This is an optimization exercise on Yosys and OpenROAD, whose aim is small area, not a production implementation. Only simulation tests tie the RTL to the original design; equivalence was not proved. Power and IR drop assume default switching activity.

===== design/flow/design.v =====
package shooter_pkg;
    typedef logic [8:0] coord_t;
    typedef logic [2:0] lane_t;
    typedef logic [9:0] score_t;
    typedef logic [7:0] row_t;
    localparam int NUM_SLOTS = 5;
    localparam int   SPRITE_W = 19;
    localparam row_t FIELD_H        = 8'd200;
    localparam row_t BULLET_START_Y = 8'd40;
    localparam int BTN_UP    = 3;
    localparam int BTN_DOWN  = 2;
    localparam int BTN_FIRE  = 1;
    localparam int BTN_START = 0;
    function automatic coord_t lane_x(input lane_t c);
        lane_x = {2'b00, c[2], c[1], c[0], c[0], c[0] & ~c[2], c[0] & ~c[1], 1'b0};
    endfunction
    function automatic coord_t bullet_x(input lane_t c);
        bullet_x = {2'b00, c[1] | c[2], c[0] & (~c[1] | c[2]), c[1] & c[2], c[1] & c[2],
                    ~(c[1] ^ c[2]), ~(c[0] & ~c[1]), 1'b1};
    endfunction
    function automatic logic [9:0] add10(input logic [9:0] a, input logic [9:0] b, input logic cin);
        logic c;
        c = cin;
        for (int i = 0; i < 10; i++) begin
            add10[i] = a[i] ^ b[i] ^ c;
            c        = (a[i] & b[i]) | (c & (a[i] ^ b[i]));
        end
    endfunction
endpackage
`timescale 1ns/1ps
module game_tick (
    input  logic                clk,
    input  logic                rstn,
    input  logic                active,
    input  logic                spawn_taken,
    input  shooter_pkg::lane_t  lane,
    output logic                tick,
    output logic                check_phase,
    output logic                spawn_phase,
    output logic                spawn_due,
    output shooter_pkg::lane_t  spawn_lane
);
    logic [4:0] cnt;
    logic       flag;
    logic [9:0] seed;
    logic [9:0] seed_next;
    logic [4:0] cnt_next;
    logic [5:0] nib_sum;
    assign tick        = (cnt[1:0] == 2'd0) && !flag;
    assign check_phase = (cnt[1:0] == 2'd1) && flag;
    assign spawn_phase = (cnt[1:0] == 2'd2) && flag;
    always_ff @(posedge clk) begin
        if (!rstn) begin
            cnt  <= '0;
            flag <= 1'b1;
        end else begin
            cnt <= cnt_next;
            case (cnt[1:0])
                2'd0:    flag <= tick && active;
                2'd1:    flag <= flag;
                default: flag <= 1'b0;
            endcase
        end
    end
    always_ff @(posedge clk) begin
        if (!rstn) begin
            spawn_due <= 1'b0;
            seed      <= '0;
        end else begin
            if (spawn_taken) begin
                spawn_due <= 1'b0;
            end
            if (tick) begin
                seed <= seed_next;
                if (cnt[4:2] == 3'd0) begin
                    spawn_due <= 1'b1;
                end
            end
        end
    end
    always_comb begin
        logic c;
        c = 1'b1;
        for (int i = 0; i < 5; i++) begin
            cnt_next[i] = cnt[i] ^ c;
            c           = c & cnt[i];
        end
    end
    always_comb begin
        logic [9:0] w, t, u, m1, m2;
        w  = shooter_pkg::add10(seed, 10'd13, 1'b0);
        t  = shooter_pkg::add10(w << 3, ~w, 1'b1);
        u  = shooter_pkg::add10(t << 5, ~(t << 1), 1'b1);
        m1 = (lane[0] & ~lane[1]) ? u : 10'd0;
        m2 = (lane[1] & lane[2]) ? (u << 2) : (lane[1] ^ lane[2]) ? (u << 1) : 10'd0;
        seed_next = shooter_pkg::add10(shooter_pkg::add10(t, m1, 1'b0), m2, 1'b0);
    end
    always_comb begin
        nib_sum = 6'(shooter_pkg::add10(shooter_pkg::add10({6'd0, seed[3:0]}, {6'd0, seed[7:4]}, 1'b0),
                                        {8'd0, seed[9:8]}, 1'b0));
        case (nib_sum)
            6'd0, 6'd5, 6'd10, 6'd15, 6'd20, 6'd25, 6'd30: spawn_lane = 3'b000;
            6'd1, 6'd6, 6'd11, 6'd16, 6'd21, 6'd26, 6'd31: spawn_lane = 3'b001;
            6'd2, 6'd7, 6'd12, 6'd17, 6'd22, 6'd27, 6'd32: spawn_lane = 3'b011;
            6'd3, 6'd8, 6'd13, 6'd18, 6'd23, 6'd28, 6'd33: spawn_lane = 3'b101;
            default:                                        spawn_lane = 3'b111;
        endcase
    end
endmodule
`timescale 1ns/1ps
module player_ctrl (
    input  logic                  clk,
    input  logic                  rstn,
    input  logic [3:0]            btn,
    input  logic                  player_hit,
    output logic                  restart,
    output logic                  active,
    output logic                  fire_req,
    output logic                  playing,
    output logic                  player_alive,
    output shooter_pkg::lane_t    lane
);
    assign restart  = btn[shooter_pkg::BTN_START] && !active;
    assign active   = playing && player_alive;
    assign fire_req = btn[shooter_pkg::BTN_FIRE] && active;
    always_ff @(posedge clk) begin
        if (!rstn) begin
            playing      <= 1'b0;
            player_alive <= 1'b1;
            lane         <= '0;
        end else if (restart) begin
            playing      <= 1'b1;
            player_alive <= 1'b1;
            lane         <= '0;
        end else if (active) begin
            if (player_hit) begin
                player_alive <= 1'b0;
            end
            if (btn[shooter_pkg::BTN_UP]) begin
                case (lane)
                    3'b000:  lane <= 3'b111;
                    3'b001:  lane <= 3'b000;
                    3'b011:  lane <= 3'b001;
                    3'b101:  lane <= 3'b011;
                    default: lane <= 3'b101;
                endcase
            end else if (btn[shooter_pkg::BTN_DOWN]) begin
                case (lane)
                    3'b000:  lane <= 3'b001;
                    3'b001:  lane <= 3'b011;
                    3'b011:  lane <= 3'b101;
                    3'b101:  lane <= 3'b111;
                    default: lane <= 3'b000;
                endcase
            end
        end
    end
endmodule
`timescale 1ns/1ps
module bullet_bank (
    input  logic                                   clk,
    input  logic                                   rstn,
    input  logic                                   restart,
    input  logic                                   fire_req,
    input  logic                                   step,
    input  shooter_pkg::lane_t                     lane,
    input  logic [shooter_pkg::NUM_SLOTS-1:0]      bullet_kill,
    output logic [shooter_pkg::NUM_SLOTS-1:0]      alive,
    output logic [shooter_pkg::NUM_SLOTS-1:0][2:0]                     b_lane,
    output logic [shooter_pkg::NUM_SLOTS-1:0][7:0]                      b_y
);
    localparam int N = shooter_pkg::NUM_SLOTS;
    logic [N-1:0] load;
    logic [N-1:0] leaving;
    logic [N-1:0][7:0] y_next;
    always_comb begin
        for (int i = 0; i < N; i++) begin
            logic c;
            c = step;
            for (int k = 0; k < 8; k++) begin
                y_next[i][k] = b_y[i][k] ^ c;
                c            = c & b_y[i][k];
            end
        end
    end
    always_comb begin
        for (int i = 0; i < N; i++) begin
            load[i] = fire_req && !alive[i];
            for (int j = 0; j < i; j++) begin
                if (!alive[j]) load[i] = 1'b0;
            end
        end
    end
    always_comb begin
        for (int i = 0; i < N; i++) begin
            leaving[i] = b_y[i][7] && b_y[i][6] && b_y[i][3];
        end
    end
    always_ff @(posedge clk) begin
        if (!rstn || restart) begin
            alive <= '0;
        end else begin
            alive <= (alive & ~bullet_kill & ~({N{step}} & leaving)) | load;
        end
    end
    always_ff @(posedge clk) begin
        for (int i = 0; i < N; i++) begin
            if (load[i]) begin
                b_y[i]    <= shooter_pkg::BULLET_START_Y;
                b_lane[i] <= lane;
            end else begin
                b_y[i]    <= y_next[i];
            end
        end
    end
endmodule
`timescale 1ns/1ps
module enemy_bank (
    input  logic                                   clk,
    input  logic                                   rstn,
    input  logic                                   restart,
    input  logic                                   step,
    input  logic                                   spawn_en,
    input  shooter_pkg::lane_t                     spawn_lane,
    input  logic [shooter_pkg::NUM_SLOTS-1:0]      enemy_kill,
    output logic [shooter_pkg::NUM_SLOTS-1:0]      alive,
    output logic [shooter_pkg::NUM_SLOTS-1:0][2:0]                     e_lane,
    output logic [shooter_pkg::NUM_SLOTS-1:0][7:0]                      e_y,
    output logic                                   spawn_taken
);
    localparam int N = shooter_pkg::NUM_SLOTS;
    logic [N-1:0] load;
    logic [N-1:0][7:0] y_next;
    always_comb begin
        for (int i = 0; i < N; i++) begin
            logic c;
            c = step;
            for (int k = 0; k < 8; k++) begin
                y_next[i][k] = e_y[i][k] ^ c;
                c            = c & ~e_y[i][k];
            end
        end
    end
    always_comb begin
        for (int i = 0; i < N; i++) begin
            load[i] = spawn_en && !alive[i];
            for (int j = 0; j < i; j++) begin
                if (!alive[j]) load[i] = 1'b0;
            end
        end
    end
    assign spawn_taken = spawn_en && !(&alive);
    always_ff @(posedge clk) begin
        if (!rstn || restart) begin
            alive <= '0;
        end else begin
            alive <= (alive & ~enemy_kill) | load;
        end
    end
    always_ff @(posedge clk) begin
        for (int i = 0; i < N; i++) begin
            if (load[i]) begin
                e_y[i]    <= shooter_pkg::FIELD_H;
                e_lane[i] <= spawn_lane;
            end else begin
                e_y[i]    <= y_next[i];
            end
        end
    end
endmodule
`timescale 1ns/1ps
module collision_unit (
    input  logic                                   clk,
    input  logic                                   rstn,
    input  logic                                   restart,
    input  logic                                   checking,
    input  shooter_pkg::lane_t                     p_lane,
    input  logic [shooter_pkg::NUM_SLOTS-1:0]      b_alive,
    input  logic [shooter_pkg::NUM_SLOTS-1:0][2:0]                     b_lane,
    input  logic [shooter_pkg::NUM_SLOTS-1:0][7:0]                      b_y,
    input  logic [shooter_pkg::NUM_SLOTS-1:0]      e_alive,
    input  logic [shooter_pkg::NUM_SLOTS-1:0][2:0]                     e_lane,
    input  logic [shooter_pkg::NUM_SLOTS-1:0][7:0]                      e_y,
    output logic [shooter_pkg::NUM_SLOTS-1:0]      bullet_kill,
    output logic [shooter_pkg::NUM_SLOTS-1:0]      enemy_kill,
    output logic                                   player_hit,
    output shooter_pkg::score_t                    score
);
    localparam int N = shooter_pkg::NUM_SLOTS;
    logic [N-1:0] hit_bullet;
    logic [N-1:0] hit_enemy;
    logic [N-1:0] crash_enemy;
    logic [2:0]   hit_cnt;
    logic [N-1:0] b_at40;
    logic [N-1:0] e_low;
    logic [N-1:0] e_at11;
    logic [N-1:0][7:0] b_top;
    logic [N-1:0][N-1:0] ov;
    function automatic logic le8(input logic [7:0] a, input logic [7:0] b);
        logic c;
        c = 1'b1;
        for (int i = 0; i < 8; i++) begin
            c = (~a[i] & b[i]) | ((~a[i] | b[i]) & c);
        end
        le8 = c;
    endfunction
    always_comb begin
        for (int b = 0; b < N; b++) begin
            b_at40[b] = (b_y[b] == 8'd40);
            b_top[b]  = 8'(shooter_pkg::add10({2'b00, b_y[b]}, 10'd14, 1'b0));
        end
        for (int e = 0; e < N; e++) begin
            e_low[e]  = (e_y[e][7:4] == 4'd0) && !(e_y[e][3] && e_y[e][2]);
            e_at11[e] = (e_y[e] == 8'd11);
        end
        for (int b = 0; b < N; b++) begin
            for (int e = 0; e < N; e++) begin
                ov[b][e] = b_alive[b] && e_alive[e] && (b_lane[b] == e_lane[e]) &&
                           le8(e_y[e], b_top[b]) && (!e_low[e] || (e_at11[e] && b_at40[b]));
            end
        end
    end
    always_comb begin
        logic [N-1:0] avail, m, pick, seen;
        avail = '1;
        for (int b = 0; b < N; b++) begin
            m    = ov[b] & avail;
            seen = '0;
            for (int e = 0; e < N; e++) begin
                pick[e] = m[e] & ~|seen;
                seen[e] = m[e];
            end
            hit_bullet[b] = |m;
            avail = avail & ~pick;
        end
        hit_enemy = ~avail;
        begin
            logic s1, c1, s2, c2;
            s1 = hit_bullet[0] ^ hit_bullet[1] ^ hit_bullet[2];
            c1 = (hit_bullet[0] & hit_bullet[1]) | (hit_bullet[2] & (hit_bullet[0] ^ hit_bullet[1]));
            s2 = s1 ^ hit_bullet[3] ^ hit_bullet[4];
            c2 = (s1 & hit_bullet[3]) | (hit_bullet[4] & (s1 ^ hit_bullet[3]));
            hit_cnt = {c1 & c2, c1 ^ c2, s2};
        end
        for (int e = 0; e < N; e++) begin
            crash_enemy[e] = e_alive[e] && (e_y[e] == 8'd0 ||
                             (e_lane[e] == p_lane && e_y[e][7:5] == 3'd0 && !(&e_y[e][4:1])));
        end
    end
    assign bullet_kill = checking ? hit_bullet : '0;
    assign enemy_kill  = checking ? (hit_enemy | crash_enemy) : '0;
    assign player_hit  = checking && (|crash_enemy);
    always_ff @(posedge clk) begin
        if (!rstn || restart) begin
            score <= '0;
        end else if (checking) begin
            score <= shooter_pkg::add10(score, {7'd0, hit_cnt}, 1'b0);
        end
    end
endmodule
`timescale 1ns/1ps
module shooter_top #(
    parameter int TICK_CYCLES = 4,
    parameter int SPAWN_TICKS = 8
) (
    input  logic                                             clk,
    input  logic                                             rstn,
    input  logic [3:0]                                       btn,
    output logic                                             playing,
    output logic                                             player_alive,
    output shooter_pkg::coord_t                              player_x,
    output shooter_pkg::score_t                              score,
    output logic [shooter_pkg::NUM_SLOTS*shooter_pkg::SPRITE_W-1:0] bullets,
    output logic [shooter_pkg::NUM_SLOTS*shooter_pkg::SPRITE_W-1:0] enemies
);
    localparam int N = shooter_pkg::NUM_SLOTS;
    logic               tick;
    logic               check_phase;
    logic               spawn_phase;
    logic               spawn_due;
    logic               spawn_taken;
    shooter_pkg::lane_t spawn_lane;
    logic               restart;
    logic               active;
    logic               fire_req;
    shooter_pkg::lane_t lane;
    logic               step;
    logic               checking;
    logic               spawn_en;
    logic [N-1:0]       bullet_kill;
    logic [N-1:0]       enemy_kill;
    logic               player_hit;
    logic [N-1:0]       b_alive;
    logic [N-1:0][2:0] b_lane;
    logic [N-1:0][7:0] b_y;
    logic [N-1:0]       e_alive;
    logic [N-1:0][2:0] e_lane;
    logic [N-1:0][7:0] e_y;
    assign step     = tick && active;
    assign checking = check_phase;
    assign spawn_en = spawn_phase && active && spawn_due;
    game_tick u_game_tick (
        .clk         (clk),
        .rstn        (rstn),
        .active      (active),
        .spawn_taken (spawn_taken),
        .lane        (lane),
        .tick        (tick),
        .check_phase (check_phase),
        .spawn_phase (spawn_phase),
        .spawn_due   (spawn_due),
        .spawn_lane  (spawn_lane)
    );
    player_ctrl u_player_ctrl (
        .clk          (clk),
        .rstn         (rstn),
        .btn          (btn),
        .player_hit   (player_hit),
        .restart      (restart),
        .active       (active),
        .fire_req     (fire_req),
        .playing      (playing),
        .player_alive (player_alive),
        .lane         (lane)
    );
    bullet_bank u_bullet_bank (
        .clk         (clk),
        .rstn        (rstn),
        .restart     (restart),
        .fire_req    (fire_req),
        .step        (step),
        .lane        (lane),
        .bullet_kill (bullet_kill),
        .alive       (b_alive),
        .b_lane      (b_lane),
        .b_y         (b_y)
    );
    enemy_bank u_enemy_bank (
        .clk         (clk),
        .rstn        (rstn),
        .restart     (restart),
        .step        (step),
        .spawn_en    (spawn_en),
        .spawn_lane  (spawn_lane),
        .enemy_kill  (enemy_kill),
        .alive       (e_alive),
        .e_lane      (e_lane),
        .e_y         (e_y),
        .spawn_taken (spawn_taken)
    );
    collision_unit u_collision_unit (
        .clk         (clk),
        .rstn        (rstn),
        .restart     (restart),
        .checking    (checking),
        .p_lane      (lane),
        .b_alive     (b_alive),
        .b_lane      (b_lane),
        .b_y         (b_y),
        .e_alive     (e_alive),
        .e_lane      (e_lane),
        .e_y         (e_y),
        .bullet_kill (bullet_kill),
        .enemy_kill  (enemy_kill),
        .player_hit  (player_hit),
        .score       (score)
    );
    assign player_x = shooter_pkg::lane_x(lane);
    always_comb begin
        for (int i = 0; i < N; i++) begin
            bullets[i*shooter_pkg::SPRITE_W +: shooter_pkg::SPRITE_W] =
                {b_alive[i], shooter_pkg::bullet_x(b_lane[i]), 1'b0, b_y[i]};
            enemies[i*shooter_pkg::SPRITE_W +: shooter_pkg::SPRITE_W] =
                {e_alive[i], shooter_pkg::lane_x(e_lane[i]), 1'b0, e_y[i]};
        end
    end
endmodule

===== design/flow/flow/run.sh =====
#!/bin/bash
# The standard layout with four changes:
#  - synthesis maps the logic with flow/area.abc (an area-oriented ABC script, without the
#    delay-driven buffering and upsizing of ORFS's default script); everything else in
#    synthesis, including the register mapping, is the standard flow's own synth_recipe.tcl
#  - the port buffers are made from the smallest buffer cell (every input and output port
#    still gets its own buffer)
#  - clock tree synthesis adds no dummy load cells at the tree's leaves
#  - floorplan keeps synthesis's single tie cell per constant value instead of giving each
#    constant output port a tie cell of its own
# make's output goes to flow_make.log here; each ORFS step keeps its own log under orfs/logs/.
set -euo pipefail
here=$(pwd)
{
  echo 'proc abc {args} {'
  echo '  set i [lsearch $args -script]'
  echo "  if {\$i >= 0} { lset args [expr {\$i + 1}] {$here/flow/area.abc} }"
  echo '  yosys abc {*}$args'
  echo '}'
  cat synth_recipe.tcl
} > area_synth.tcl
sed "s#SYNTH_SCRIPT=[^ ]*synth_recipe.tcl#SYNTH_SCRIPT=$here/area_synth.tcl#" standard.sh > area_standard.sh
grep -q "SYNTH_SCRIPT=$here/area_synth.tcl" area_standard.sh
export BUFFER_PORTS_ARGS="-buffer_cell sky130_fd_sc_hd__buf_1"
export SKIP_REPAIR_TIE_FANOUT=1
export CTS_ARGS="-sink_clustering_enable -repair_clock_nets -dont_use_dummy_load -sink_clustering_size 20 -buf_list sky130_fd_sc_hd__clkbuf_8"
bash area_standard.sh > flow_make.log 2>&1

===== design/flow/flow/area.abc =====
strash
&get -n
&deepsyn -T 60
&dch -f
&nf -R 1000 -p -a
&put
topo

===== design/flow/standard.sh =====
#!/bin/bash
# synth_recipe.tcl (not shown) runs the flow's synth.tcl, then flattens the netlist and writes it again
# the make line also repeats each setting of config.mk as NAME=value (left out here)
make -C /OpenROAD-flow-scripts/flow DESIGN_CONFIG=/design/flow/config.mk WORK_HOME=/design/flow/orfs CLKGATE_MAP_FILE= SYNTH_SCRIPT=/design/flow/synth_recipe.tcl "${@:-finish}"

===== design/flow/config.mk =====
export PLATFORM = sky130hd
export DESIGN_NAME = shooter_top
export DESIGN_NICKNAME = shooter_top
export VERILOG_FILES = /design/flow/design.v
export SDC_FILE = /design/flow/constraint.sdc
export NUM_CORES = 4
export LEC_CHECK = 0
export ABC_AREA = 1
export CAP_MARGIN = 20
export CORE_MARGIN = 2
export CORE_UTILIZATION = 40
export SLEW_MARGIN = 20

===== design/flow/constraint.sdc =====
create_clock -name core_clock -period 25.0 [get_ports {clk}]
set_input_delay 5.0000 -clock core_clock [delete_from_list [all_inputs] [get_ports {clk}]]
set_output_delay 5.0000 -clock core_clock [all_outputs]
set_load 0.01 [all_outputs]

==> flow_metrics.py, run 1 <==
metrics = {
    "synth": {
        "synth_cells": 1390,
        "synth.most_common_cell": "clkinv_1",
        "synth_area_leaders": "dfxtp_1, ha_1, edfxtp_1",
        "yosys_most_used_dff": "dfxtp_1",
        "synthTopCellsByCount": "clkinv_1, ha_1, dfxtp_1",
        "synth_cell_types": 58,
        "syn_avg_cell_area_um2": 8.703,
        "synth_top_area_frac": 0.2019,
        "yosysWarnings": 6,
        "ys_ff_latch": 152,
        "syn_area_um2": 12100,
        "synthArstFlopShare": 0,
        "synth_edf_count": 30,
        "seq_area_frac_synth": 0.2764,
        "yosysTopAreaCell": "dfxtp_1",
    },
    "route": {
        "wirelength_mm": 47.70,
        "drc": 0,
        "wl_per_cell_um": 24.73,
        "drtAntennaViolNets": 0,
        "drt_iter0_markers": 1241,
        "firstDrtPassIters": 6,
        "avgViaCountPerCell": 6.283,
        "vias": 12120,
    },
    "setup_path": {
        "critical_path.max_fanout": 10,
        "crit_path_end_kind": "flop",
        "critPathSlowestCell": "a2111oi_0",
        "crit_arrival_ps": 7880,
        "crit_path_max_incr_delay_ps": 690,
        "cp.required_ps": 25380,
        "startpoint_type": "flop",
        "critPathKind": "reg2reg",
        "cp_common_cell": "ha_1",
    },
    "clock_tree": {
        "clockBufferDepth": 2,
        "cts-root-buf": "clkbuf_8",
        "cts_buffers": 17,
        "clock_sinks": 152,
        "clk_pin_slew_worst_paths_ps": 90,
        "clock_latency_ps": 520,
        "hold_buffers": 0,
        "htreeDepth": 4,
        "cts_tree": "built",
        "ctsResizeCount": 0,
        "postCtsSetupBuffers": 0,
    },
    "place": {
        "placed_cell_area_um2": 12930,
        "gp_congestion": 0.9592,
        "dp_cells": 1912,
        "pre_cts_ws_ps": 17560,
        "port_buffers": 173,
        "dpl.hpwl_mm": 36.08,
    },
    "floorplanning": {
        "die_h_um": 177.9,
        "rows": 63,
        "die_w_um": 177.9,
        "io_pins": 217,
        "start_util": 0.4071,
        "coreArea_um2": 29720,
        "die_area_um2": 31650,
    },
    "cells_and_area": {
        "final_cells": 1929,
        "n_antenna_cell": 0,
        "drive_gt1_frac": 0.01949,
        "area_delta_synth_final_pct": 8.792,
        "stdcell_area_um2": 13160,
        "fin_nets": 1729,
    },
    "status": {
        "outcome": "no timing/DRC/antenna violations",
    },
    "timing": {
        "finalCriticalPeriod_ps": 7494,
        "fin_skew_ps": 51.24,
        "setup_ws_ps": 17510,
        "worstMarginPinSlew_ps": 1054,
        "slew-limit-headroom": 0.2946,
        "finalHoldViolations": 0,
        "fin_tns_setup_ps": 0,
        "drv_slew": 0,
        "min_period_over_period": 0.2998,
        "rsz0062_at_grt": "no",
        "fmax_mhz": 133.4,
        "setup_viol": 0,
    },
    "power_and_ir_drop": {
        "p_total_w": 0.001190,
        "power_density_nw_per_um2": 90.40,
        "leakagePower_nw": 5.020,
        "ir_drop_v": 0.00009389,
    },
    "grt": {
        "grt_pass1_vias": 11680,
        "grt_pass1_wl_mm": 70.86,
        "grt_usage": 0.3021,
        "antenna_found_initial": 0,
        "overflow": 0,
        "grt_start_max_net_pins": 39,
    },
    "flow_run": {
        "drv_cap": 0,
    },
    "hold_path": {
        "min-delay-path-class": "reg2reg",
    },
}
## cell usage in the layout (no fill, tap or decap), types with 9 or more instances in the layout
cell type,synthesis,final
o211ai_1,14,14
edfxtp_1,30,30
o221ai_1,40,40
nor2b_1,30,30
a22o_1,16,16
or3_1,10,10
nor3_1,15,15
a2111oi_0,13,13
o2111ai_1,11,11
a21oi_1,56,56
nand4_1,22,22
a22oi_1,25,25
ha_1,151,151
xnor2_1,30,30
o21a_1,9,9
nand3_1,19,19
a221oi_1,30,30
dfxtp_1,122,122
nand2_1,84,84
and2_0,22,22
clkinv_1,173,173
nand2b_1,12,12
buf_1,0,173
or2_0,11,11
fa_1,31,31
a211oi_1,24,24
buf_4,54,13
clkbuf_8,0,17
o21ai_0,63,63
o22ai_1,82,82
nor2_1,94,94
## flip-flops by register name (all words and copies together) (netlist names)
signal,count
u_bullet_bank.alive,5
u_bullet_bank.b_lane,15
u_bullet_bank.b_y,40
u_collision_unit.score,10
u_enemy_bank.alive,5
u_enemy_bank.e_lane,15
u_enemy_bank.e_y,40
u_game_tick.cnt,5
u_game_tick.flag,1
u_game_tick.seed,10
u_game_tick.spawn_due,1
u_player_ctrl.lane,3
u_player_ctrl.player_alive,1
u_player_ctrl.playing,1
## metrics by stage
step | utilization | hold WS, ps
floorplan | - | 426.5
global route | 0.4428 | 489.4
global placement | 0.4350 | 448.6
CTS | 0.4428 | 466.9
finish | 0.4428 | 467.4
detailed placement | 0.4350 | 442.7
## layer usage
layer | up-vias | share of wire | global-route usage
met2 | 664 | 0.45 | 0.4745
met1 | 5819 | 0.42 | 0.3899
met5 | - | 0 | 0
met4 | 0 | 0.050 | 0.1578
li1 | 5465 | - | -
met3 | 171 | 0.086 | 0.06277
## final timing paths
check / slack [ps] / startpoint / depth (start not counted) / endpoint
setup / recovery: 17510 / u_bullet_bank.b_y[1] / 31 / u_collision_unit.score[8]
hold / removal: 470 / u_game_tick.seed[9] / 1 / u_game_tick.seed[9]
hold reg to reg: 470 / u_game_tick.seed[9] / 1 / u_game_tick.seed[9]
setup reg to reg: 17510 / u_bullet_bank.b_y[1] / 31 / u_collision_unit.score[8]
## final cells by class
| type | count | area, µm² |
|---|---|---|
| fillers | 3036 | 16560 |
| flip-flops and latches | 152 | 3343 |
| repair buffers | 186 | 747.0 |
| multi-input cells | 1011 | 7699 |
| well taps | 390 | 488.0 |
| clock buffers | 17 | 234.0 |
| inverters | 173 | 649.4 |
## cells by family (layout without fill, tap and decap cells)
group	after synthesis	count (layout)	synth area share
AO/OA/AOI/OAI	443	443	0.2577
XOR/XNOR	37	37	0.02679
adder cells (fa/ha/maj)	190	190	0.2141
buffers and inverters	227	376	0.08719
flip-flops	152	152	0.2764
other	2	2	0.0006208
AND/OR/NAND/NOR	339	339	0.1373
## critical path, delay by kind of cell (launching register included)
| kind | cells | cell delay (ps) |
|---|---|---|
| xor gates and xnor gates | 1 | 260 |
| buffers and inverters | 5 | 500 |
| AOI/OAI and AO/OA | 6 | 1960 |
| DFF | 1 | 540 |
| and+or+nand+nor | 3 | 480 |
| adders and majority gates | 16 | 3640 |
## where the power goes
group	switching [W]	internal (W)	total, W
Sequential	0.000108	0.000305	0.000413
Clock	0.0000882	0.0000599	0.000148
Combinational	0.000376	0.000253	0.000629
Total	0.000572	0.000617	0.00119
==> inputs of run 2 (changes only) <==
--- a/design/flow/flow/run.sh
+++ b/design/flow/flow/run.sh
@@ -1,4 +1,4 @@
 #!/bin/bash
-# The standard layout with four changes:
+# The standard layout with these changes:
 #  - synthesis maps the logic with flow/area.abc (an area-oriented ABC script, without the
 #    delay-driven buffering and upsizing of ORFS's default script); everything else in
@@ -9,4 +9,6 @@
 #  - floorplan keeps synthesis's single tie cell per constant value instead of giving each
 #    constant output port a tie cell of its own
+#  - floorplan removes the buffers synthesis left (placement is not timing-driven here, so
+#    global placement does not remove them); the 25 ns clock leaves ample slack
 # make's output goes to flow_make.log here; each ORFS step keeps its own log under orfs/logs/.
 set -euo pipefail
@@ -24,4 +26,5 @@
 export BUFFER_PORTS_ARGS="-buffer_cell sky130_fd_sc_hd__buf_1"
 export SKIP_REPAIR_TIE_FANOUT=1
+export REMOVE_ABC_BUFFERS=1
 export CTS_ARGS="-sink_clustering_enable -repair_clock_nets -dont_use_dummy_load -sink_clustering_size 20 -buf_list sky130_fd_sc_hd__clkbuf_8"
 bash area_standard.sh > flow_make.log 2>&1
==> design/flow/flow/area.abc (replaced) <==
strash
&get -n
&deepsyn -T 60
&dch -f
&nf -R 1000 -p -a -F 8 -A 8
&put
topo
--- a/design/flow/config.mk
+++ b/design/flow/config.mk
@@ -10,3 +10,4 @@
 export CORE_MARGIN = 2
 export CORE_UTILIZATION = 40
+export GPL_TIMING_DRIVEN = 0
 export SLEW_MARGIN = 20
==> flow_metrics.py, run 2 <==
metrics = {
    "floorplanning": {
        "io_pins": 217,
        "start_util": 0.4065,
        "die_area_um2": 31520,
        "die_w_um": 177.6,
        "die_h_um": 177.6,
        "rows": 63,
        "coreArea_um2": 29640,
    },
    "grt": {
        "antenna_found_initial": 0,
        "grt_pass1_wl_mm": 69.57,
        "grt_pass1_vias": 11190,
        "overflow": 0,
        "grt_start_max_net_pins": 39,
        "grt_usage": 0.2956,
    },
    "route": {
        "firstDrtPassIters": 5,
        "avgViaCountPerCell": 6.310,
        "drc": 0,
        "wl_per_cell_um": 24.48,
        "vias": 12080,
        "drtAntennaViolNets": 0,
        "wirelength_mm": 46.86,
        "drt_iter0_markers": 1230,
    },
    "timing": {
        "fin_tns_setup_ps": 0,
        "fmax_mhz": 125.3,
        "fin_skew_ps": 24.39,
        "rsz0062_at_grt": "no",
        "finalHoldViolations": 0,
        "worstMarginPinSlew_ps": 1077,
        "holdWs_ps": 478.9,
        "min_period_over_period": 0.3191,
        "slew-limit-headroom": 0.2765,
        "drv_slew": 0,
        "setup_viol": 0,
        "finalCriticalPeriod_ps": 7978,
    },
    "setup_path": {
        "crit_path_end_kind": "flop",
        "crit_path_max_incr_delay_ps": 1020,
        "critPathSlowestCell": "a2111oi_0",
        "crit_arrival_ps": 8340,
        "cp_common_cell": "ha_1",
        "critPathKind": "reg2reg",
        "critPathTopFamily": "adder cells",
        "startpoint_type": "flop",
        "cp.required_ps": 25360,
        "worst-path-buf-inv": 4,
        "critical_path.max_fanout": 10,
    },
    "clock_tree": {
        "cts_tree": "built",
        "clock_sinks": 152,
        "cts_buffers": 17,
        "cts-root-buf": "clkbuf_8",
        "postCtsSetupBuffers": 0,
        "clockBufferDepth": 2,
        "clk_pin_slew_worst_paths_ps": 90,
        "hold_buffers": 0,
        "htreeDepth": 4,
        "ctsResizeCount": 0,
        "clock_latency_ps": 460,
    },
    "power_and_ir_drop": {
        "power_density_nw_per_um2": 91.84,
        "leakagePower_nw": 4.986,
        "ir_drop_v": 0.00008246,
    },
    "cells_and_area": {
        "fin_nets": 1714,
        "layout_commonest_cell": "clkinv_1",
        "regArea_um2": 3343,
        "top_regs": "u_bullet_bank.b_y: 40 flops, u_enemy_bank.e_y: 40 flops",
        "area_delta_synth_final_pct": 8.318,
        "n_antenna_cell": 0,
        "drive_gt1_frac": 0.01444,
        "fillCellCount": 3132,
        "multiInputGateArea_um2": 7667,
        "final_cell_mix": "clkinv_1, buf_1, ha_1, dfxtp_1, nor2_1",
    },
    "status": {
        "outcome": "no timing/DRC/antenna violations",
    },
    "place": {
        "port_buffers": 173,
        "gp_congestion": 0.9832,
        "dpl.hpwl_mm": 35.66,
    },
    "synth": {
        "seq_area_frac_synth": 0.2775,
        "synthArstFlopShare": 0,
        "syn_avg_cell_area_um2": 8.686,
        "syn_area_um2": 12050,
        "yosysTopAreaCell": "dfxtp_1",
        "synth_area_leaders": "dfxtp_1, ha_1, edfxtp_1",
        "synth_cells": 1387,
        "synth_edf_count": 30,
        "yosysWarnings": 6,
        "synth.most_common_cell": "clkinv_1",
        "synthTopCellsByCount": "clkinv_1, ha_1, dfxtp_1",
        "synth_top_area_frac": 0.2027,
        "yosys_most_used_dff": "dfxtp_1",
        "synth_cell_types": 58,
        "ys_ff_latch": 152,
    },
    "hold_path": {
        "min-delay-path-class": "reg2reg",
    },
    "flow_run": {
        "drv_cap": 0,
    },
}
-- run 2: path summary, 6_finish.rpt --
check | slack (ps) | from | cells past startpoint | end
worst max-delay path | 17020 | u_bullet_bank.b_y[1] | 31 | u_collision_unit.score[8]
worst min-delay path | 480 | u_game_tick.seed[9] | 1 | u_game_tick.seed[9]
worst max register to register | 17020 | u_bullet_bank.b_y[1] | 31 | u_collision_unit.score[8]
worst min register to register | 480 | u_game_tick.seed[9] | 1 | u_game_tick.seed[9]
-- run 2: per-layer routing --
| layer | vias up | GRT usage | share of wire |
|---|---|---|---|
| met5 | - | 0 | 0 |
| met4 | 0 | 0.1264 | 0.041 |
| met3 | 126 | 0.04263 | 0.090 |
| met2 | 684 | 0.4630 | 0.45 |
| met1 | 5820 | 0.4050 | 0.42 |
| li1 | 5447 | - | - |
-- run 2: cell type report --
class,instances,area share
inverter,175,0.05034
tap,390,0.03739
timing repair buffer,174,0.05062
clock buffer,17,0.01793
multi-input combinational,1006,0.5875
sequential,152,0.2562
-- run 2: cells by family after synthesis --
logic type,count (synthesis),share of synthesized area
AO/OA/AOI/OAI,455,0.2653
AND/OR/NAND/NOR,331,0.1336
buffers and inverters,229,0.08817
adder cells (fa/ha/maj),185,0.2108
flip-flops,152,0.2775
XOR/XNOR,33,0.02399
other,2,0.0006234
-- run 2: per-stage QoR --
stage | cell area (µm²) | total power [W] | worst slack, ps | utilization | std cells
floorplan | 11640 | 0.0008340 | 18550 | - | 1333
finish | 13050 | 0.001199 | 17020 | 0.4403 | 1914
detailed placement | 12790 | 0.001043 | 17050 | 0.4317 | 1897
CTS | 13030 | 0.001192 | 17030 | 0.4395 | 1914
global placement | 12780 | 0.001030 | 17050 | 0.4312 | 1896
global route | 13050 | 0.001295 | 16660 | 0.4403 | 1914
-- run 2: power breakdown --
group	total (W)	leakage [nW]	internal [W]	switching, W
clock	0.000149	0.122	0.0000601	0.0000884
combinational	0.000633	3.59	0.000255	0.000378
sequential	0.000417	1.27	0.000305	0.000113
total	0.00120	4.99	0.000620	0.000579
==> inputs of run 3 (changes only) <==
--- a/design/flow/config.mk
+++ b/design/flow/config.mk
@@ -7,7 +7,7 @@
 export LEC_CHECK = 0
 export ABC_AREA = 1
-export CAP_MARGIN = 20
+export CAP_MARGIN = 10
 export CORE_MARGIN = 2
 export CORE_UTILIZATION = 40
 export GPL_TIMING_DRIVEN = 0
-export SLEW_MARGIN = 20
+export SLEW_MARGIN = 10
==> flow_metrics.py, run 3 <==
metrics = {
    "timing": {
        "drv_slew": 0,
        "rsz0062_at_grt": "no",
        "setup_viol": 0,
        "finalCriticalPeriod_ps": 8111,
        "fin_tns_setup_ps": 0,
        "min_period_over_period": 0.3244,
        "worstMarginPinSlew_ps": 1186,
        "fmax_mhz": 123.3,
        "slew-limit-headroom": 0.2045,
        "fin_skew_ps": 33.25,
        "finalHoldViolations": 0,
    },
    "place": {
        "port_buffers": 173,
        "gp_congestion": 0.9832,
        "dpl.hpwl_mm": 35.65,
    },
    "route": {
        "drt_iter0_markers": 1325,
        "avgViaCountPerCell": 6.318,
        "drtAntennaViolNets": 0,
        "drc": 0,
        "wirelength_mm": 46.95,
        "vias": 12100,
        "wl_per_cell_um": 24.52,
        "firstDrtPassIters": 5,
    },
    "synth": {
        "synth_cells": 1387,
        "synth_top_area_frac": 0.2027,
        "synthTopCellsByCount": "clkinv_1, ha_1, dfxtp_1",
        "synth_area_leaders": "dfxtp_1, ha_1, edfxtp_1",
        "yosys_most_used_dff": "dfxtp_1",
        "synthArstFlopShare": 0,
        "syn_avg_cell_area_um2": 8.686,
        "ys_ff_latch": 152,
        "yosysTopAreaCell": "dfxtp_1",
        "synth_edf_count": 30,
        "syn_area_um2": 12050,
        "synth_cell_types": 58,
        "seq_area_frac_synth": 0.2775,
        "synth.most_common_cell": "clkinv_1",
        "yosysWarnings": 6,
    },
    "grt": {
        "overflow": 0,
        "grt_pass1_vias": 11170,
        "grt_pass1_wl_mm": 69.34,
        "grt_start_max_net_pins": 39,
        "antenna_found_initial": 1,
        "grt_usage": 0.2953,
    },
    "status": {
        "outcome": "no timing/DRC/antenna violations",
    },
    "setup_path": {
        "critPathSlowestCell": "a2111oi_0",
        "startpoint_type": "flop",
        "cp.required_ps": 25380,
        "critPathKind": "reg2reg",
        "crit_path_end_kind": "flop",
        "crit_arrival_ps": 8490,
        "cp_common_cell": "ha_1",
        "r2r_start": "u_bullet_bank.b_y[9]",
        "cp-startpoint": "u_bullet_bank.b_y[9]",
        "critical_path.max_fanout": 10,
        "crit_path_max_incr_delay_ps": 680,
    },
    "cells_and_area": {
        "drive_gt1_frac": 0.01247,
        "layout_commonest_cell": "clkinv_1",
        "area_delta_synth_final_pct": 8.184,
        "fillCellCount": 3122,
        "fin_nets": 1714,
        "top_regs": "u_bullet_bank.b_y: 40 flops, u_enemy_bank.e_y: 40 flops",
        "final_cell_mix": "clkinv_1, buf_1, ha_1, dfxtp_1, nor2_1",
        "fin_util": 0.4398,
    },
    "floorplanning": {
        "die_h_um": 177.6,
        "die_w_um": 177.6,
        "coreArea_um2": 29640,
        "die_area_um2": 31520,
        "start_util": 0.4065,
        "io_pins": 217,
        "rows": 63,
    },
    "power_and_ir_drop": {
        "clkPwrFrac": 0.127,
        "p_sw_w": 0.0005792,
        "p_seq_frac": 0.349,
        "leakagePower_nw": 4.964,
        "ir_drop_v": 0.00008238,
        "power_density_nw_per_um2": 91.95,
        "power_frac_comb": 0.525,
        "swShare": 0.4833,
        "p_int_w": 0.0006193,
    },
    "clock_tree": {
        "clock_sinks": 152,
        "postCtsSetupBuffers": 0,
        "cts-root-buf": "clkbuf_8",
        "htreeDepth": 4,
        "clockBufferDepth": 2,
        "clk_pin_slew_worst_paths_ps": 90,
        "cts_tree": "built",
        "ctsResizeCount": 0,
        "hold_buffers": 0,
        "clock_latency_ps": 480,
        "cts_buffers": 17,
    },
    "hold_path": {
        "min-delay-path-class": "reg2reg",
        "min_from": "u_game_tick.cnt[3]",
    },
    "flow_run": {
        "drv_cap": 0,
    },
}
## run 3: cell counts after synthesis
No cell type changed its count.
## run 3: layout make-up
type                       instances  area [µm²]  share of cell area
multi-input combinational       1006        7645              0.5865
sequential                       152        3343              0.2565
antenna                            1       2.502           0.0001920
tap                              390       488.0             0.03744
clock buffer                      17       234.0             0.01795
timing repair buffer             174       664.4             0.05097
inverter                         175       656.9             0.05040
## run 3: path summary, 6_finish.rpt
check	to	slack [ps]	cells past startpoint
max	u_collision_unit.score[8]	16890	31
min	u_game_tick.spawn_due	470	1
max reg2reg	u_collision_unit.score[8]	16890	31
min reg2reg	u_game_tick.spawn_due	470	1
## run 3: power groups by stage
stage / Combinational [W] / Clock [W] / Sequential [W]
final: 0.000629 / 0.000152 / 0.000418
after global routing: 0.000711 / 0.000161 / 0.000421
after CTS: 0.000628 / 0.000154 / 0.000412
after detailed placement: 0.000625 / 0 / 0.000418
after global placement: 0.000615 / 0 / 0.000415
after floorplan: 0.000447 / 0 / 0.000387
## run 3: kinds of logic after synthesis
group / synth area share
other cells: 0.0006234
flops: 0.2775
compound gates: 0.2653
buf+inv: 0.08817
simple gates: 0.1336
xor+xnor: 0.02399
fa+ha+maj: 0.2108
## run 3: per-layer routing
| layer | track usage | share of wire |
|---|---|---|
| met5 | 0 | 0 |
| met4 | 0.1383 | 0.045 |
| met3 | 0.04756 | 0.089 |
| met2 | 0.4562 | 0.44 |
| met1 | 0.4023 | 0.42 |
## run 3: critical path: cells and delay by family, from the launching register on
kind,cells,cell delay [ps]
flip-flops,1,590
XOR/XNOR,1,340
AND/OR/NAND/NOR,1,210
adder cells (fa/ha/maj),15,3300
AO/OA/AOI/OAI,10,3030
buffers and inverters,4,500
## run 3: metrics by stage
step / setup WS [ps] / instances / total power [W] / instance area, µm² / hold slack [ps]
final: 16890 / 1915 / 0.001199 / 13030 / 472.4
after global placement: 17050 / 1896 / 0.001030 / 12780 / 444.6
after CTS: 17010 / 1914 / 0.001193 / 13030 / 465.9
after floorplan: 18550 / 1333 / 0.0008340 / 11640 / 427.1
after detailed placement: 17050 / 1897 / 0.001043 / 12800 / 456.0
after global routing: 16510 / 1915 / 0.001294 / 13030 / 487.6
==> inputs of run 4 (changes only) <==
--- a/design/flow/flow/run.sh
+++ b/design/flow/flow/run.sh
@@ -2,6 +2,7 @@
 # The standard layout with these changes:
 #  - synthesis maps the logic with flow/area.abc (an area-oriented ABC script, without the
-#    delay-driven buffering and upsizing of ORFS's default script); everything else in
-#    synthesis, including the register mapping, is the standard flow's own synth_recipe.tcl
+#    delay-driven buffering and upsizing of ORFS's default script), and extracts only full
+#    adders before it (half adders are left to ABC); everything else in synthesis,
+#    including the register mapping, is the standard flow's own synth_recipe.tcl
 #  - the port buffers are made from the smallest buffer cell (every input and output port
 #    still gets its own buffer)
@@ -20,4 +21,5 @@
   echo '  yosys abc {*}$args'
   echo '}'
+  echo 'proc extract_fa {args} { yosys extract_fa -fa {*}$args }'
   cat synth_recipe.tcl
 } > area_synth.tcl
==> design/flow/flow/area.abc (replaced) <==
strash
&get -n
&deepsyn -T 60
&put
dch
amap
topo
--- a/design/flow/config.mk
+++ b/design/flow/config.mk
@@ -7,7 +7,7 @@
 export LEC_CHECK = 0
 export ABC_AREA = 1
-export CAP_MARGIN = 10
+export CAP_MARGIN = 20
 export CORE_MARGIN = 2
 export CORE_UTILIZATION = 40
 export GPL_TIMING_DRIVEN = 0
-export SLEW_MARGIN = 10
+export SLEW_MARGIN = 20
==> flow_metrics.py, run 4 <==
metrics = {
    "floorplanning": {
        "die_w_um": 172.4,
        "die_area_um2": 29710,
        "start_util": 0.4071,
        "io_pins": 217,
        "coreArea_um2": 27860,
        "die_h_um": 172.4,
        "rows": 61,
    },
    "timing": {
        "worstMarginPinSlew_ps": 1162,
        "drv_slew": 0,
        "setup_viol": 0,
        "finalCriticalPeriod_ps": 7470,
        "finalHoldViolations": 0,
        "rsz0062_at_grt": "no",
        "fmax_mhz": 133.9,
        "fin_skew_ps": 39.91,
        "fin_tns_setup_ps": 0,
        "min_period_over_period": 0.2988,
        "slew-limit-headroom": 0.2205,
    },
    "grt": {
        "grt_pass1_wl_mm": 72.84,
        "grt_pass1_vias": 11850,
        "grt_start_max_net_pins": 39,
        "grt_usage": 0.3319,
        "antenna_found_initial": 0,
        "overflow": 0,
    },
    "setup_path": {
        "critPathSlowestCell": "o21ai_0",
        "critPathTopFamily": "compound AO/OA/AOI/OAI gates",
        "critical_path.max_fanout": 10,
        "crit_path_max_incr_delay_ps": 750,
        "startpoint_type": "flop",
        "crit_path_end_kind": "flop",
        "crit_arrival_ps": 7870,
        "cp.required_ps": 25400,
        "rr_worst_depth": 32,
        "path_depth": 32,
        "critPathKind": "reg2reg",
        "cp_common_cell": "o21ai_0",
        "r2r_slack_ps": 17530,
        "worst-path-buf-inv": 4,
    },
    "cells_and_area": {
        "area_delta_synth_final_pct": 9.025,
        "fin_util": 0.4438,
        "final_cell_mix": "nor2_1, clkinv_1, buf_1, dfxtp_1, o21ai_0",
        "drive_gt1_frac": 0.01607,
        "top_regs": "u_bullet_bank.b_y: 40 flops, u_enemy_bank.e_y: 40 flops",
        "fin_nets": 1719,
        "layout_commonest_cell": "nor2_1",
        "stdcell_area_um2": 12360,
        "n_antenna_cell": 0,
    },
    "clock_tree": {
        "clock_sinks": 152,
        "clockBufferDepth": 2,
        "cts-root-buf": "clkbuf_8",
        "htreeDepth": 4,
        "cts_buffers": 17,
        "cts_tree": "built",
        "postCtsSetupBuffers": 0,
        "clock_latency_ps": 500,
        "clk_pin_slew_worst_paths_ps": 100,
        "hold_buffers": 0,
        "ctsResizeCount": 0,
    },
    "synth": {
        "syn_avg_cell_area_um2": 7.364,
        "yosysWarnings": 6,
        "synth_edf_count": 30,
        "ys_ff_latch": 152,
        "synthArstFlopShare": 0,
        "syn_area_um2": 11340,
        "synth_top_area_frac": 0.2154,
        "seq_area_frac_synth": 0.2948,
        "synth.most_common_cell": "nor2_1",
        "synth_area_leaders": "dfxtp_1, nor2_1, clkinv_1",
        "synth_cell_types": 42,
        "synthTopCellsByCount": "nor2_1, clkinv_1, o21ai_0",
        "yosysTopAreaCell": "dfxtp_1",
        "synth_cells": 1540,
        "yosys_most_used_dff": "dfxtp_1",
    },
    "route": {
        "wirelength_mm": 49.80,
        "firstDrtPassIters": 8,
        "drtAntennaViolNets": 0,
        "vias": 13180,
        "wl_per_cell_um": 24.20,
        "drt_iter0_markers": 1644,
        "avgViaCountPerCell": 6.404,
        "drc": 0,
    },
    "status": {
        "outcome": "no timing/DRC/antenna violations",
    },
    "place": {
        "placed_cell_area_um2": 12120,
        "port_buffers": 173,
        "gp_congestion": 1.038,
        "dpl.hpwl_mm": 38.02,
    },
    "flow_run": {
        "drv_cap": 0,
    },
    "hold_path": {
        "min_path_cells": 1,
        "min-delay-path-class": "reg2reg",
    },
    "power_and_ir_drop": {
        "power_density_nw_per_um2": 108.5,
        "ir_drop_v": 0.00004810,
        "leakagePower_nw": 3.921,
    },
}
run 4: cell types whose count changed after synthesis, moves of 15 or more:
cell	before	now
o21a_1	9	28
xnor2_1	28	0
o21ai_0	70	124
clkinv_1	175	263
nor2_1	96	264
nor3_1	15	37
a222oi_1	2	25
nor2b_1	26	7
ha_1	151	0
and2_0	17	2
a22o_1	16	0
a211oi_1	27	48
run 4: area by class of cell:
class,instances,area (µm²)
Clock buffer,17,234.0
Fill cell,2932,15490
Inverter,263,987.2
Multi-Input combinational cell,1069,6624
Sequential cell,152,3343
Tap cell,378,473.0
Timing Repair Buffer,179,703.2
run 4: per-layer routing:
metal,track usage,wire length [µm],vias up,share of wire
li1,-,-,5984,-
met1,0.4582,21030,6225,0.42
met2,0.5049,21600,818,0.43
met3,0.06409,5026,152,0.10
met4,0.1418,2152,0,0.043
met5,0,0,-,0
run 4: per-stage QoR:
stage	hold slack, ps	std cells	total power (W)	setup slack (ps)
3_5_place_dp	465.1	2040	0.001169	17270
6_report	475.7	2058	0.001342	17530
4_1_cts	484.3	2057	0.001317	17700
5_1_grt	505.6	2058	0.001434	16870
3_3_place_gp	451.3	2035	0.001158	16670
2_1_floorplan	437.7	1484	0.0009002	18350
run 4: final timing paths:
check	startpoint	endpoint
worst max-delay path	u_bullet_bank.b_y[9]	u_collision_unit.score[9]
worst min-delay path	u_collision_unit.score[9]	u_collision_unit.score[9]
worst max register to register	u_bullet_bank.b_y[9]	u_collision_unit.score[9]
worst min register to register	u_collision_unit.score[9]	u_collision_unit.score[9]
run 4: report_power, final:
group          internal (W)  total [W]  switching [W]
combinational      0.000247   0.000729       0.000482
clock             0.0000600   0.000150      0.0000905
sequential         0.000314   0.000463       0.000149
total              0.000620    0.00134       0.000722
run 4: cell families (layout without fill, tap and decap cells):
group,count (synthesis),after routing,synth area share
compound gates,571,571,0.3523
other cells,2,2,0.0006622
flops,152,152,0.2948
fa+ha+maj,31,31,0.05472
buf+inv,319,459,0.1235
simple gates,465,465,0.1741
==> inputs of run 5 (changes only) <==
--- a/design/flow/design.v
+++ b/design/flow/design.v
@@ -206,9 +206,9 @@
     always_ff @(posedge clk) begin
         for (int i = 0; i < N; i++) begin
-            if (load[i]) begin
+            if (alive[i]) begin
+                b_y[i]    <= y_next[i];
+            end else begin
                 b_y[i]    <= shooter_pkg::BULLET_START_Y;
                 b_lane[i] <= lane;
-            end else begin
-                b_y[i]    <= y_next[i];
             end
         end
@@ -260,9 +260,9 @@
     always_ff @(posedge clk) begin
         for (int i = 0; i < N; i++) begin
-            if (load[i]) begin
+            if (alive[i]) begin
+                e_y[i]    <= y_next[i];
+            end else begin
                 e_y[i]    <= shooter_pkg::FIELD_H;
                 e_lane[i] <= spawn_lane;
-            end else begin
-                e_y[i]    <= y_next[i];
             end
         end
@@ -337,8 +337,8 @@
         begin
             logic s1, c1, s2, c2;
-            s1 = hit_bullet[0] ^ hit_bullet[1] ^ hit_bullet[2];
-            c1 = (hit_bullet[0] & hit_bullet[1]) | (hit_bullet[2] & (hit_bullet[0] ^ hit_bullet[1]));
-            s2 = s1 ^ hit_bullet[3] ^ hit_bullet[4];
-            c2 = (s1 & hit_bullet[3]) | (hit_bullet[4] & (s1 ^ hit_bullet[3]));
+            s1 = bullet_kill[0] ^ bullet_kill[1] ^ bullet_kill[2];
+            c1 = (bullet_kill[0] & bullet_kill[1]) | (bullet_kill[2] & (bullet_kill[0] ^ bullet_kill[1]));
+            s2 = s1 ^ bullet_kill[3] ^ bullet_kill[4];
+            c2 = (s1 & bullet_kill[3]) | (bullet_kill[4] & (s1 ^ bullet_kill[3]));
             hit_cnt = {c1 & c2, c1 ^ c2, s2};
         end
@@ -354,5 +354,5 @@
         if (!rstn || restart) begin
             score <= '0;
-        end else if (checking) begin
+        end else begin
             score <= shooter_pkg::add10(score, {7'd0, hit_cnt}, 1'b0);
         end
==> flow_metrics.py, run 5 <==
metrics = {
    "route": {
        "drtAntennaViolNets": 0,
        "avgViaCountPerCell": 6.392,
        "wirelength_mm": 48.04,
        "vias": 12920,
        "firstDrtPassIters": 7,
        "drc": 0,
        "wl_per_cell_um": 23.76,
        "drt_iter0_markers": 1700,
    },
    "clock_tree": {
        "clock_latency_ps": 490,
        "clockBufferDepth": 2,
        "cts-root-buf": "clkbuf_8",
        "ctsResizeCount": 0,
        "cts_tree": "built",
        "clock_sinks": 152,
        "cts_buffers": 17,
        "clk_pin_slew_worst_paths_ps": 90,
        "hold_buffers": 0,
        "postCtsSetupBuffers": 0,
        "htreeDepth": 4,
    },
    "cells_and_area": {
        "stdcell_area_um2": 12200,
        "fillCellCount": 2934,
        "layout_commonest_cell": "nor2_1",
        "fin_nets": 1683,
        "top_regs": "u_bullet_bank.b_y: 40 flops, u_enemy_bank.e_y: 40 flops",
        "multiInputGateArea_um2": 6603,
        "regArea_um2": 3343,
        "n_antenna_cell": 0,
        "fin_util": 0.4402,
        "drive_gt1_frac": 0.01277,
        "area_delta_synth_final_pct": 8.625,
        "final_cell_mix": "nor2_1, clkinv_1, buf_1, o21ai_0, dfxtp_1",
    },
    "power_and_ir_drop": {
        "p_int_w": 0.0004337,
        "ir_drop_v": 0.00005180,
        "power_density_nw_per_um2": 61.43,
        "p_seq_frac": 0.436,
        "swShare": 0.4210,
        "leakagePower_nw": 3.662,
        "power_frac_comb": 0.355,
        "clkPwrFrac": 0.208,
        "p_sw_w": 0.0003154,
        "p_total_w": 0.0007492,
    },
    "setup_path": {
        "crit_path_max_incr_delay_ps": 950,
        "critPathKind": "reg2reg",
        "critPathTopFamily": "compound AO/OA/AOI/OAI gates",
        "critPathSlowestCell": "a2111oi_0",
        "cp.required_ps": 25360,
        "critical_path.max_fanout": 9,
        "crit_arrival_ps": 9140,
        "worst-path-buf-inv": 5,
        "crit_path_end_kind": "flop",
        "cp_common_cell": "nor2_1",
        "startpoint_type": "flop",
    },
    "synth": {
        "synthMuxAreaShare": 0,
        "synth_top_family_by_area": "compound AO/OA/AOI/OAI gates",
        "yosysTopAreaCell": "dfxtp_1",
        "ys_ff_latch": 152,
        "yosysWarnings": 6,
        "syn_avg_cell_area_um2": 7.440,
        "synthTopCellsByCount": "nor2_1, clkinv_1, o21ai_0",
        "synth.most_common_cell": "nor2_1",
        "synth_edf_count": 30,
        "synth_area_leaders": "dfxtp_1, nor2_1, edfxtp_1",
        "synth_cells": 1509,
        "syn_area_um2": 11230,
        "synthAdderAreaFrac": 0.05528,
        "synth-xor-area-share": 0.002340,
        "yosys.area_share.simple": 0.1724,
        "synthArstFlopShare": 0,
        "synth_top_area_frac": 0.2175,
        "synth_cell_types": 49,
        "seq_area_frac_synth": 0.2978,
        "synth_compound_area_frac": 0.3558,
        "yosys_most_used_dff": "dfxtp_1",
    },
    "timing": {
        "fin_tns_setup_ps": 0,
        "fmax_mhz": 113.8,
        "finalCriticalPeriod_ps": 8784,
        "setup_viol": 0,
        "rsz0062_at_grt": "no",
        "fin_skew_ps": 44.55,
        "slew-limit-headroom": 0.2264,
        "min_period_over_period": 0.3513,
        "worstMarginPinSlew_ps": 1148,
        "drv_slew": 0,
        "finalHoldViolations": 0,
    },
    "floorplanning": {
        "rows": 61,
        "start_util": 0.4052,
        "die_w_um": 171.5,
        "coreArea_um2": 27710,
        "die_h_um": 171.5,
        "io_pins": 217,
        "die_area_um2": 29420,
    },
    "grt": {
        "grt_pass1_wl_mm": 71.84,
        "antenna_found_initial": 0,
        "grt_start_max_net_pins": 39,
        "grt_usage": 0.3255,
        "overflow": 0,
        "grt_pass1_vias": 11720,
    },
    "place": {
        "port_buffers": 173,
        "placed_cell_area_um2": 11960,
        "dpl.hpwl_mm": 36.82,
        "gp_congestion": 1.002,
    },
    "status": {
        "outcome": "no timing/DRC/antenna violations",
    },
    "hold_path": {
        "min-delay-path-class": "reg2reg",
    },
    "flow_run": {
        "drv_cap": 0,
    },
}
run 5: cell count changes after synthesis, sizes merged, moves of 7 or more:
cell,previous run,this run
o221ai,64,42
clkinv,263,236
nor2,264,246
a221oi,37,54
o22ai,87,53
o21ai,124,132
nor4,12,5
o21bai,10,3
a211oi,48,39
nand3,25,14
a21oi,56,82
nand2,82,95
run 5: area by class of cell:
class | count | area share
Multi-Input combinational cell | 1065 | 0.5414
Sequential cell | 152 | 0.2741
Inverter | 236 | 0.07264
Timing Repair Buffer | 174 | 0.05386
Tap cell | 378 | 0.03878
Clock buffer | 17 | 0.01919
run 5: cells by family after synthesis:
family                   after synthesis
AO/OA/AOI/OAI                        575
XOR/XNOR                               3
adder cells (fa/ha/maj)               31
buffers and inverters                292
flip-flops                           152
other                                  2
AND/OR/NAND/NOR                      454
run 5: final timing paths:
kind | from | endpoint | slack (ps) | depth (start not counted)
max | u_bullet_bank.b_y[1] | u_collision_unit.score[9] | 16220 | 30
max reg2reg | u_bullet_bank.b_y[1] | u_collision_unit.score[9] | 16220 | 30
min reg2reg | u_enemy_bank.alive[4] | u_enemy_bank.e_y[39] | 460 | 1
min | u_enemy_bank.alive[4] | u_enemy_bank.e_y[39] | 460 | 1
run 5: per-layer routing:
metal | global-route usage | wire length, µm | up-vias
met1 | 0.4648 | 20460 | 6133
met2 | 0.4868 | 20730 | 802
met4 | 0.1109 | 1615 | 0
li1 | - | - | 5869
met3 | 0.06673 | 5242 | 120
met5 | 0 | 0 | -
run 5: power by group through the flow:
stage | combinational [W] | sequential (W) | clock [W]
5_1_grt | 0.000297 | 0.000329 | 0.000166
4_1_cts | 0.000264 | 0.000324 | 0.000157
6_report | 0.000266 | 0.000327 | 0.000156
2_1_floorplan | 0.000177 | 0.000319 | 0
3_5_place_dp | 0.000263 | 0.000329 | 0
3_3_place_gp | 0.000259 | 0.000329 | 0
run 5: stage by stage:
| stage | hold WS [ps] | setup WS, ps | std cells |
|---|---|---|---|
| 6_report | 457.4 | 16220 | 2022 |
| 3_3_place_gp | 428.5 | 16600 | 2004 |
| 3_5_place_dp | 427.9 | 16640 | 2005 |
| 2_1_floorplan | 437.7 | 18680 | 1453 |
| 4_1_cts | 452.4 | 16540 | 2022 |
| 5_1_grt | 472.7 | 15650 | 2022 |

-- what the ideal ports hide --
The results above use ideal ports. As a check the final layouts listed here were re-extracted and re-timed, cells and wires unchanged.
Step 1 sets driving cells, clkbuf_16 on the clock port and buf_2 on the other inputs (assumed; they add their load-dependent delay and slew).
Step 2 moves the port delays by t, midway between the first and last clock arrival at a register: inputs arrive t later, outputs are due t later. That takes back most of the time a late clock gives input paths.
Three values: ideal ports, drivers, drivers and shift; two values: the first two.
run	t, ns	slack for setup (ns)	hold WS [ns]	worst setup path after step 2	slew at the worst register clock pin (ns)
run 1	0.541	17.506 / 17.506 / 17.506	0.467 / 0.467 / 0.467	register to register	0.12 / 0.12
run 2	0.496	17.022 / 17.022 / 17.022	0.479 / 0.479 / 0.479	register to register	0.09 / 0.09
run 3	0.508	16.889 / 16.889 / 16.889	0.472 / 0.472 / 0.472	register to register	0.10 / 0.10
run 4	0.522	17.530 / 17.530 / 17.175	0.476 / 0.476 / 0.476	input to register	0.10 / 0.10
run 5	0.515	16.216 / 16.216 / 16.216	0.457 / 0.457 / 0.457	register to register	0.12 / 0.12
After both steps every run listed still meets setup and hold. For run 4, which loses most, drivers alone change the setup slack by 0.000 ns; drivers and shift together by -0.355 ns.
